Context: an optimization exercise on an open-source flow, tuned for small area, a short achievable clock period and few clock cycles per item. The choices shown serve that exercise and are no tape-out recipe.
Only simulation tests tie the RTL to the original design; equivalence was not proved.
No activity file was given, so power comes from the tool's default toggle rates.

Design gray_quantizer_with_dither, start of the top module:
module gray_quantizer_with_dither
(
  input  wire logic              clk,
  input  wire logic              rst_n,
  input  wire logic              in_valid,
  output logic                   in_ready,
  input  wire logic [23:0]       in_data,
  output logic                   out_valid,
  input  wire logic              out_ready,
  output logic [8:0]             out_data,
  input  wire logic              psel,
  input  wire logic              penable,
  input  wire logic              pwrite,
  input  wire logic [gqd_pkg::ADDR_W-1:0] paddr,
  input  wire logic [gqd_pkg::DATA_W-1:0] pwdata,
  output logic [gqd_pkg::DATA_W-1:0]      prdata,
  output logic                   pready
);
  logic [gqd_pkg::LVL_W-1:0] levels_r;
  logic                      dither_r;
  logic [gqd_pkg::DIM_W-1:0] width_r;
  logic [gqd_pkg::DIM_W-1:0] height_r;
  logic [7:0]                n_lo;
  ...
clock: 8.0 ns
lec_check: 0
abc_area: 1
cap_margin: 20
core_margin: 2
core_utilization: 45
cts_buf_list: sky130_fd_sc_hd__clkbuf_4 sky130_fd_sc_hd__clkbuf_8
cts_cluster_size: 40
setup_slack_margin: 3.8
slew_margin: 20
standard.sh (not shown) runs the stock make flow with config.mk's settings and CLKGATE_MAP_FILE= SYNTH_SCRIPT=/design/flow/synth_recipe.tcl, a recipe that flattens the netlist after the stock synthesis.
==> flow/flow/run.sh <==
#!/bin/bash
# The standard layout (the standard.sh: ORFS synthesis to final layout), with the
# ports buffered by buf_2 cells instead of the resizer's default choice.
export BUFFER_PORTS_ARGS="-buffer_cell sky130_fd_sc_hd__buf_2"
bash standard.sh > standard_flow.log 2>&1
The first run ran to the end with no violations.
Testbench counts at the start, summed over its fixed seeds: cycles 131,552, pixels 131,072.
Rerun with:
- CORE_UTILIZATION: 45 -> 55
- CTS_CLUSTER_SIZE: 40 -> 80
Effect: Flip-flop and latch count stays the same. Clock power came out higher by 4.7%. Global-route usage came out higher by 3.5 points. Worst setup slack gets better by 0.033 ns. Synthesized area is unchanged. Die area came out lower by 18%. Design area came out lower by 0.57%.
Rerun with:
==> flow/flow/run.sh (replaced) <==
#!/bin/bash
# The standard layout (the standard.sh: ORFS synthesis to final layout), with the
# ports buffered by buf_1 cells instead of the resizer's default choice.
export BUFFER_PORTS_ARGS="-buffer_cell sky130_fd_sc_hd__buf_1"
bash standard.sh > standard_flow.log 2>&1
- CORE_UTILIZATION: 55 -> 45
- CTS_CLUSTER_SIZE: 80 -> 40
Result: Sequential power hardly moves; clock skew drops by 0.0041 ns; die area climbs by 22%; synthesized cell count is unchanged; area after synthesis does not change; power drops by 1.2%.

---

== v3 ==
gray_quantizer_with_dither again, from the RTL that the note above started with.
Design gray_quantizer_with_dither, start of the top module:
module gray_quantizer_with_dither
(
  input  wire logic              clk,
  input  wire logic              rst_n,
  input  wire logic              in_valid,
  output logic                   in_ready,
  input  wire logic [23:0]       in_data,
  output logic                   out_valid,
  input  wire logic              out_ready,
  output logic [8:0]             out_data,
  input  wire logic              psel,
  input  wire logic              penable,
  input  wire logic              pwrite,
  input  wire logic [gqd_pkg::ADDR_W-1:0] paddr,
  input  wire logic [gqd_pkg::DATA_W-1:0] pwdata,
  output logic [gqd_pkg::DATA_W-1:0]      prdata,
  output logic                   pready
);
export LEC_CHECK = 0
export ABC_AREA = 1
export CAP_MARGIN = 20
export CORE_MARGIN = 2
export CORE_UTILIZATION = 40
export CTS_BUF_LIST = sky130_fd_sc_hd__clkbuf_4 sky130_fd_sc_hd__clkbuf_8
export CTS_CLUSTER_SIZE = 40
export PLACE_DENSITY = 0.7
export SETUP_SLACK_MARGIN = 3.9
export SLEW_MARGIN = 20
create_clock -name core_clock -period 8.0 [get_ports {clk}]
==> flow/flow/run.sh <==
#!/bin/bash
# The standard layout (the standard.sh: ORFS synthesis to final layout), with the
# ports buffered by buf_1 cells instead of the resizer's default choice.
export BUFFER_PORTS_ARGS="-buffer_cell sky130_fd_sc_hd__buf_1"
bash standard.sh > standard_flow.log 2>&1
v3 was carried through to the last stage, and its layout satisfied the timing, DRC and antenna checks.
Testbench counts of v3, summed over its fixed seeds: cycles 131,552, pixels 131,072.
## Diff of input files: v36 against v3
Settings: swapping 3.9 for 3.8 in SETUP_SLACK_MARGIN; clearing PLACE_DENSITY, which used to be 0.7; swapping 40 for 45 in CORE_UTILIZATION.
-- flow/flow/run.sh --
<<< v3, line 5
>>> v36, line 5
export RECOVER_POWER=30
==> comparison <==
The flow completed for v36, but it is not clean: the layout still shows capacitance limit, slew limit.
Summary — share of cell area taken by multi-input logic gates, v36 relative to v3: higher, by 0.38 points.
When v36 is measured against v3, its power per cell area turns out 2.0 nW/um^2 lower.
Depth of the critical timing path with buffers and inverters included delta for v36 relative to v3: 25 lower
Between v3 and v36, the flow reports wire length on met2 decreasing by a little under 10%.
Re number of detailed-route iterations in the first pass: no difference whatsoever between v3 and v36.
Changes observed in v36 relative to v3: well tap count went down by 13%; register share of total power went up by 0.8 points; largest vdd supply drop went down by 4.7%.
Register fraction of the total cell area (lower): v3
Worst setup skew after layout ended up 0.0065 ns lower on v36 than on v3.
When v36 is measured against v3, its post-route worst hold slack turns out 0.0078 ns lower.
The inputs of v44 differ from those of v36 as listed below.
-- flow/flow/run.sh --
<<< v36, line 5
export RECOVER_POWER=30
>>> v44, line 5
export RECOVER_POWER=100
Complete run, failing final checks: v44, reason capacitance limit, slew limit.
In the reports for v36 and v44, the smaller signal arrival time at the worst endpoint belongs to v36.
Critical path depth is higher on v44
Diff v44..v36 | area share of buffers outside the clock network | negligible
Clock network fraction of design power (lower): v36
v44 against v36: logic gate share of total power lower, routed length per instance saw little to no change, sequential share of layout area up 0.27 points.
> inputs changed (v44 -> v4)
Settings: ABC_AREA no longer set, was 1; ABC_CLOCK_PERIOD_IN_PS now 4000, previously not set.
-- flow/flow/run.sh --
<<< v44, line 5
export RECOVER_POWER=100
>>> v4, line 5
[summary]
- v4 finished end to end and its layout was clean on timing, DRC and antenna.
- Taking v44 over v4, the highest achievable clock rate ratio works out to 0.79.
- v4 against v44; fill cell total of the finished layout is down by a little under 10%.
- v44 has lower power dissipated in the clock network than v4.
- | synthesized cell count | lower: v4 |
- Total power: v4 below v44
- From v44 to v4 the numbers moved as follows: inserted tap cell count lost 1.5%, sequential fraction of design power neither gained nor lost much, cell count lost about 13%.
- Relative to v44, minimum period implied by the final worst setup slack decreased by 1.16 ns in v4.

[afterwards: timing with drivers on the ports]
No port has a modelled driver above. Below, the same layouts with a new extraction and two added sets of constraints.
Step 1, drivers: a clkbuf_16 drives clk and a buf_2 each remaining input, both assumed.
Step 2 also shifts input and output timing later by t, the mid clock arrival at the registers, as if the neighbouring blocks saw the same clock.
Three values: ideal ports, drivers, drivers and shift; two values: the first two.
run | shift t [ns] | setup WS [ns] | slew at the worst register clock pin (ns) | worst data-port slew with drivers (ns)
the first run of note 1 | 0.512 | 3.855 / 3.797 / 3.797 | 0.11 / 0.11 | 0.06
the second run of note 1 | 0.511 | 3.889 / 3.863 / 3.863 | 0.13 / 0.13 | 0.05
the third run of note 1 | 0.521 | 3.827 / 3.799 / 3.799 | 0.10 / 0.10 | 0.04
v3 | 0.529 | 3.844 / 3.844 / 3.844 | 0.11 / 0.11 | 0.04
v36 | 0.522 | 3.263 / 3.263 / 3.263 | 0.10 / 0.10 | 0.04
v44 | 0.526 | 2.510 / 2.510 / 2.510 | 0.10 / 0.10 | 0.04
v4 | 0.505 | 3.674 / 3.674 / 3.674 | 0.11 / 0.11 | 0.04
For the first run of note 1, which loses most, drivers alone change the setup slack by -0.058 ns; drivers and shift together by -0.058 ns.
